What follows belongs to an exercise in optimizing a design on an open flow for small area; a production flow would make more cautious choices.
The RTL was checked by simulation tests, not by an equivalence proof against the original design.
Power figures rest on the tool's default switching activity, not on a simulated workload.

`flow/design.v`:
```
package eda_pkg;
  localparam int WINDOW_W      = 3;                       
  localparam int NUM_NEIGHBORS = WINDOW_W * WINDOW_W - 1;  
  localparam int ADDR_W     = 12;                  
  localparam int FIFO_DEPTH = 8;                   
  localparam int PTR_W      = $clog2(FIFO_DEPTH);  
  typedef logic [ADDR_W-1:0] pixel_addr_t;  
  typedef enum logic [2:0] {
    NBR_DOWNRIGHT = 3'd0,  
    NBR_DOWN      = 3'd1,
    NBR_DOWNLEFT  = 3'd2,
    NBR_RIGHT     = 3'd3,
    NBR_LEFT      = 3'd4,
    NBR_UPRIGHT   = 3'd5,
    NBR_UP        = 3'd6,
    NBR_UPLEFT    = 3'd7   
  } neighbor_e;
  typedef struct packed {
    logic upleft;     
    logic up;         
    logic upright;    
    logic left;       
    logic right;      
    logic downleft;   
    logic down;       
    logic downright;  
  } nbr_mask_t;
  typedef struct packed {
    pixel_addr_t upleft;     
    pixel_addr_t up;         
    pixel_addr_t upright;    
    pixel_addr_t left;       
    pixel_addr_t right;      
    pixel_addr_t downleft;   
    pixel_addr_t down;       
    pixel_addr_t downright;  
  } nbr_addr_t;
endpackage
`timescale 1ns/1ps
module neighbor_fifo (
  input  logic                 i_clk,    
  input  logic                 i_rst_n,  
  input  logic                 i_push,   
  input  logic                 i_read,   
  input  eda_pkg::pixel_addr_t i_addr,   
  output logic                 o_empty,  
  output eda_pkg::pixel_addr_t o_head    
);
  localparam int CNT_W = eda_pkg::PTR_W + 1;  
  eda_pkg::pixel_addr_t           mem [eda_pkg::FIFO_DEPTH];  
  logic [eda_pkg::PTR_W-1:0]      wr_ptr;                     
  logic [eda_pkg::PTR_W-1:0]      rd_ptr;                     
  logic [CNT_W-1:0]               count;                      
  logic                           full;                       
  logic                           empty;                      
  logic                           wr_en;                      
  logic                           rd_en;                      
  assign full  = (count == CNT_W'(eda_pkg::FIFO_DEPTH));  
  assign empty = (count == '0);                           
  assign rd_en = i_read && !empty;
  assign wr_en = i_push && (!full || i_read);
  always_ff @(posedge i_clk) begin
    if (wr_en) begin
      mem[wr_ptr] <= i_addr;  
    end
  end
  always_ff @(posedge i_clk) begin
    if (!i_rst_n) begin
      wr_ptr <= '0;
      rd_ptr <= '0;
      count  <= '0;
    end
    else begin
      if (wr_en) begin
        wr_ptr <= wr_ptr + 1'b1;  
      end
      if (rd_en) begin
        rd_ptr <= rd_ptr + 1'b1;  
      end
      case ({wr_en, rd_en})
        2'b10:   count <= count + 1'b1;  
        2'b01:   count <= count - 1'b1;  
        default: count <= count;         
      endcase
    end
  end
  assign o_head  = mem[rd_ptr];
  assign o_empty = empty;  
endmodule
`timescale 1ns/1ps
module neighbor_select (
  input  eda_pkg::nbr_addr_t   i_heads,    
  input  eda_pkg::nbr_mask_t   i_empty,    
  input  eda_pkg::nbr_mask_t   i_push,     
  input  eda_pkg::nbr_addr_t   i_addrs,    
  output eda_pkg::pixel_addr_t o_data_out  
);
  logic                 [eda_pkg::NUM_NEIGHBORS-1:0] empty_v;  
  logic                 [eda_pkg::NUM_NEIGHBORS-1:0] push_v;   
  eda_pkg::pixel_addr_t [eda_pkg::NUM_NEIGHBORS-1:0] heads_v;  
  eda_pkg::pixel_addr_t [eda_pkg::NUM_NEIGHBORS-1:0] addrs_v;  
  logic                 head_hit;  
  eda_pkg::pixel_addr_t head_sel;  
  eda_pkg::pixel_addr_t push_sel;  
  assign empty_v = i_empty;
  assign push_v  = i_push;
  assign heads_v = i_heads;
  assign addrs_v = i_addrs;
  always_comb begin : proc_head_chain
    eda_pkg::neighbor_e nbr;
    nbr      = eda_pkg::NBR_UPLEFT;
    head_hit = 1'b0;
    head_sel = '0;
    for (int i = eda_pkg::NUM_NEIGHBORS - 1; i >= 0; i--) begin
      nbr = eda_pkg::neighbor_e'(i);
      if (!empty_v[nbr]) begin
        head_hit = 1'b1;          
        head_sel = heads_v[nbr];  
      end
    end
  end
  always_comb begin : proc_push_chain
    eda_pkg::neighbor_e nbr;
    nbr      = eda_pkg::NBR_UPLEFT;
    push_sel = '0;  
    for (int i = eda_pkg::NUM_NEIGHBORS - 1; i >= 0; i--) begin
      nbr = eda_pkg::neighbor_e'(i);
      if (push_v[nbr]) begin
        push_sel = addrs_v[nbr];  
      end
    end
  end
  assign o_data_out = head_hit ? head_sel : push_sel;
endmodule
`timescale 1ns/1ps
module eda_fifos (
  input  logic                 i_clk,         
  input  logic                 i_rst_n,       
  input  eda_pkg::nbr_mask_t   i_push,        
  input  eda_pkg::nbr_mask_t   i_read_en,     
  input  eda_pkg::nbr_addr_t   i_addrs,       
  output eda_pkg::nbr_mask_t   o_fifo_empty,  
  output eda_pkg::pixel_addr_t o_data_out     
);
  logic                 [eda_pkg::NUM_NEIGHBORS-1:0] push_v;   
  logic                 [eda_pkg::NUM_NEIGHBORS-1:0] read_v;   
  eda_pkg::pixel_addr_t [eda_pkg::NUM_NEIGHBORS-1:0] addr_v;   
  logic                 [eda_pkg::NUM_NEIGHBORS-1:0] empty_v;  
  eda_pkg::pixel_addr_t [eda_pkg::NUM_NEIGHBORS-1:0] head_v;   
  eda_pkg::nbr_addr_t heads;  
  eda_pkg::nbr_mask_t empty;  
  assign push_v = i_push;
  assign read_v = i_read_en;
  assign addr_v = i_addrs;
  for (genvar g = 0; g < eda_pkg::NUM_NEIGHBORS; g++) begin : gen_nbr
    localparam int NBR = g;  
    neighbor_fifo u_fifo (
      .i_clk   (i_clk),         
      .i_rst_n (i_rst_n),
      .i_push  (push_v[NBR]),
      .i_read  (read_v[NBR]),
      .i_addr  (addr_v[NBR]),
      .o_empty (empty_v[NBR]),
      .o_head  (head_v[NBR])
    );
  end
  assign heads = head_v;
  assign empty = empty_v;
  neighbor_select u_select (
    .i_heads    (heads),
    .i_empty    (empty),
    .i_push     (i_push),      
    .i_addrs    (i_addrs),
    .o_data_out (o_data_out)   
  );
  assign o_fifo_empty = empty;  
endmodule
```
`flow/run.sh`:
```
#!/bin/bash
# synth_recipe.tcl (not shown) runs the flow's synth.tcl, then flattens the netlist and writes it again
# the make line also repeats each setting of config.mk as NAME=value (left out here)
make -C /OpenROAD-flow-scripts/flow DESIGN_CONFIG=/design/flow/config.mk WORK_HOME=/design/flow/orfs CLKGATE_MAP_FILE= SYNTH_SCRIPT=/design/flow/synth_recipe.tcl finish
```
`flow/config.mk`:
```
export PLATFORM = sky130hd
export DESIGN_NAME = eda_fifos
export DESIGN_NICKNAME = eda_fifos
export VERILOG_FILES = /design/flow/design.v
export SDC_FILE = /design/flow/constraint.sdc
export NUM_CORES = 4
export LEC_CHECK = 0
export CAP_MARGIN = 20
export CORE_MARGIN = 2
export CORE_UTILIZATION = 40
export SETUP_SLACK_MARGIN = 0.2
export SLEW_MARGIN = 20
```
`flow/constraint.sdc`:
```
create_clock -name core_clock -period 8.0 [get_ports {i_clk}]
set_input_delay 1.6000 -clock core_clock [delete_from_list [all_inputs] [get_ports {i_clk}]]
set_output_delay 1.6000 -clock core_clock [all_outputs]
set_load 0.01 [all_outputs]
```
==> summary.txt <==
placed cells by master (no fill, tap or decap), types with 9 or more instances in the layout:
| cell type | instances |
|---|---|
| a21boi_0 | 31 |
| a21o_1 | 9 |
| a21oi_1 | 46 |
| a221o_1 | 11 |
| a221oi_1 | 15 |
| a22oi_1 | 14 |
| a31o_1 | 20 |
| and2_1 | 56 |
| buf_4 | 83 |
| clkbuf_1 | 23 |
| clkbuf_16 | 95 |
| clkbuf_8 | 10 |
| clkdlybuf4s50_1 | 132 |
| clkinv_1 | 10 |
| clkinv_2 | 11 |
| dfxtp_1 | 103 |
| edfxtp_1 | 768 |
| ha_1 | 40 |
| inv_1 | 42 |
| mux2i_1 | 63 |
| mux4_2 | 190 |
| nand2_1 | 98 |
| nand2b_1 | 20 |
| nand3_1 | 11 |
| nor2_1 | 65 |
| nor2b_1 | 19 |
| nor3_1 | 18 |
| nor3_2 | 10 |
| o211ai_1 | 11 |
| o21ai_0 | 28 |
| o221ai_1 | 21 |
| o22ai_1 | 11 |
| xnor2_1 | 40 |
per-stage QoR:
| stage | worst slack, ns | cells | util, % | instance area [um^2] |
|---|---|---|---|---|
| floorplan | 3.69 | 1962 | - | 35400 |
| global placement | 1.17 | 3240 | 43.6 | 38400 |
| detailed placement | 1.14 | 3240 | 43.6 | 38400 |
| CTS | 1.12 | 3405 | 47.0 | 41400 |
| global route | 0.848 | 3406 | 47.0 | 41400 |
| finish | 0.772 | 3411 | 47.0 | 41400 |
logic make-up after synthesis:
| group | count (synthesis) |
|---|---|
| DFF | 872 |
| adders and majority gates | 48 |
| muxes | 255 |
| buffers and inverters | 151 |
| xor gates and xnor gates | 48 |
| and+or+nand+nor | 338 |
| AOI/OAI and AO/OA | 250 |
layout make-up:
type                    instances  area, um^2
diodes                          6        15.0
clock buffers                 128        2600
clock inverters                37         425
fillers                      7397       46700
inverters                      48         181
multi-input cells             939        9650
flip-flops and latches        872       25100
well taps                    1165        1460
repair buffers                216        1950
power groups by stage:
| stage | clock network (W) | registers [W] | logic [W] |
|---|---|---|---|
| after global routing | 0.00450 | 0.00540 | 0.00368 |
| after detailed placement | 0 | 0.00547 | 0.00342 |
| after floorplan | 0 | 0.00537 | 0.00220 |
| after global placement | 0 | 0.00545 | 0.00337 |
| after CTS | 0.00434 | 0.00537 | 0.00343 |
| final | 0.00426 | 0.00537 | 0.00348 |
metal layers:
layer	wire length, um	up-vias	GRT usage [%]
li1	-	8269	-
met1	34200	9774	24.6
met2	42200	685	31.7
met3	7690	166	5.81
met4	2100	28	4.79
met5	153	-	0
sequential cells by signal, indices dropped and copies added, names as in the netlist, named ones only:
| name | count |
|---|---|
| gen_nbr.u_fifo.count | 32 |
| gen_nbr.u_fifo.mem | 768 |
| gen_nbr.u_fifo.wr_ptr | 24 |
| gen_nbr.u_fifo.rd_ptr | 24 |
how the worst max path moves through the flow:
stage | end | slack (ns) | cells after the start
after global placement | o_data_out[9] | 1.17 | 8
after floorplan | o_data_out[0] | 3.69 | 7
after global routing | o_data_out[9] | 0.85 | 8
after CTS | o_data_out[9] | 1.12 | 8
after detailed placement | o_data_out[9] | 1.14 | 8
final | o_data_out[9] | 0.77 | 8
worst max-delay path, cell delays in order:
cell and delay, ns:
clkdlybuf4s50_1 0.75, nor2b_1 0.85, a221oi_1 0.24, nor3_1 0.57
o221ai_1 0.29, a31oi_1 0.26, a2bb2oi_1 0.42, clkdlybuf4s50_1 0.62
==> results.py <==
metrics = {
    "hold_path": {
        "worstHoldPathType": "reg -> reg",
        "worstHoldStart": "gen_nbr[0].u_fifo.rd_ptr[1]$_SDFFE_PN0N_",
        "hold_depth": 2,
        "hold_end": "gen_nbr[0].u_fifo.rd_ptr[1]$_SDFFE_PN0N_",
    },
    "worst_setup_path": {
        "rrSetupSlack_ns": 4.89,
        "end_kind": "output pin",
        "rr_startpoint": "gen_nbr[5].u_fifo.count[0]$_SDFFE_PN0P_",
        "criticalPathCategory": "in -> out",
        "crit_required_ns": 6.40,
        "arrival_ns": 5.63,
        "startpoint_type": "input pin",
        "worst_r2r_endpoint": "gen_nbr[5].u_fifo.count[3]$_SDFFE_PN0P_",
        "crit_fanout": 15,
        "startpoint": "i_push[6]",
        "r2r_cells": 9,
    },
    "clock_network": {
        "cts-root-buf": "clkbuf_16",
        "clock_path_buffers": 3,
        "hold_buffers": 0,
        "cts_setup_buffers": 0,
        "ctsResizeCount": 0,
        "clk_pin_slew_ns": 0.06,
        "clk_latency_ns": 0.65,
        "clock_sinks": 872,
        "cts_tree": "done",
        "cts_buffers": 92,
        "cts-htree-levels": 3,
    },
    "timing": {
        "finalHoldViolCount": 0,
        "fin_crit_sh_pct": 90.3,
        "tns_ns": 0,
        "rsz0062_at_grt": "false",
        "drv_slew": 0,
        "finalSetupViolCount": 0,
        "max_slew.worst_pin.slew_ns": 0.972,
        "holdWs_ns": 0.501,
        "max_freq_mhz": 138,
        "period_minus_slack_ns": 7.23,
        "slew_headroom_pct": 35.2,
        "fin_skew_ns": 0.0216,
    },
    "synth": {
        "synth_top_area_cell": "edfxtp_1",
        "synthFlopType": "edfxtp_1",
        "yosys_warnings": 2,
        "seq_area_frac_synth_pct": 71.0,
        "netlist_area_mm2": 0.0354,
        "yosysMostFrequentCell": "edfxtp_1",
        "synth_mux_area_share_pct": 13.9,
        "synth-seq-cells": 872,
        "synth_compound_area_share_pct": 5.27,
        "syn_avg_cell_area_um2": 18.0,
        "synthXorXnorAreaFrac_pct": 1.19,
        "syn_nets": 2124,
        "netlist_top_cells_area": "edfxtp_1 (65%), mux4_2 (12%), dfxtp_1 (5.9%)",
        "yosys.area_share.simple_pct": 4.84,
        "synth-edff-count": 768,
        "synth_top_cell_area_share_pct": 65.1,
        "ys_types": 58,
        "async_reset_ff_share_pct": 0,
        "syn_inst": 1962,
        "synth_top_family_by_area": "multiplexers",
        "synth_fa_ha_area_share_pct": 1.87,
        "synth_commonest_cells": "edfxtp_1 (768), mux4_2 (190), dfxtp_1 (104)",
    },
    "placement": {
        "io_buffers": 133,
        "dp_hpwl_mm": 59.2,
        "gp_congestion": 0.938,
    },
    "drt": {
        "drt-total-wl_mm": 86.4,
        "drt_iter0_markers": 1855,
        "drcViolationCount": 0,
        "antenna_left": 0,
        "drt_pass1_iterations": 6,
        "wl_per_cell_um": 25.3,
        "routed-via-count": 18922,
        "viasPerCell": 5.55,
    },
    "power": {
        "power_frac_clock_pct": 32.5,
        "seq_power_share_pct": 41.0,
        "ir_worst_vdd_v": 0.000377,
        "pwr-share-comb_pct": 26.5,
        "power.total_w": 0.0131,
        "p_sw_w": 0.00397,
        "power_density_mw_per_mm2": 316,
        "internal_power_w": 0.00913,
        "power.leakage_nw": 13.2,
        "switching_share_pct": 30.3,
    },
    "global_routing": {
        "grt_pass1_vias": 19000,
        "antenna_found_initial": 19,
        "overflow": 0,
        "grt_pass1_wl_mm": 127,
        "grt_max_degree": 89,
        "grtUsageTotal_pct": 19.1,
    },
    "floorplanning": {
        "die_x_um": 302,
        "row_count": 109,
        "ios": 134,
        "die_h_um": 302,
        "die-area_mm2": 0.0909,
        "start_util_pct": 40.2,
        "fp.coreArea_mm2": 0.0881,
    },
    "run": {
        "maxCapViolCount": 0,
    },
    "final_layout": {
        "final_net_count": 2331,
        "drive_gt1_share_pct": 20.6,
        "area_delta_synth_final_pct": 17.0,
    },
    "outcome": {
        "status": "complete, no violations",
    },
}

separate check: timing with driven ports:
In the flow no input, the clock included, has a driving cell. The finished layout below was timed again as built, in two steps.
Step 1 sets driving cells, clkbuf_16 on the clock port and buf_2 on the other inputs (assumed; they add their load-dependent delay and slew).
Step 2 moves the port delays by t, midway between the first and last clock arrival at a register: inputs arrive t later, outputs are due t later. That takes back most of the time a late clock gives input paths.
Slacks: no drivers / after step 1 / after step 2; pairs: no drivers / after step 1.
shift t [ns]: 0.698
setup WS [ns]: 0.772 / 0.748 / 0.748
hold WS [ns]: 0.501 / 0.501 / 0.501
worst data-port slew with drivers (ns): 0.14
pins driven straight from the clock port: 1
After both steps setup and hold are still met in this run. The setup slack of this run moves by -0.024 ns with the drivers and by -0.024 ns with both steps.
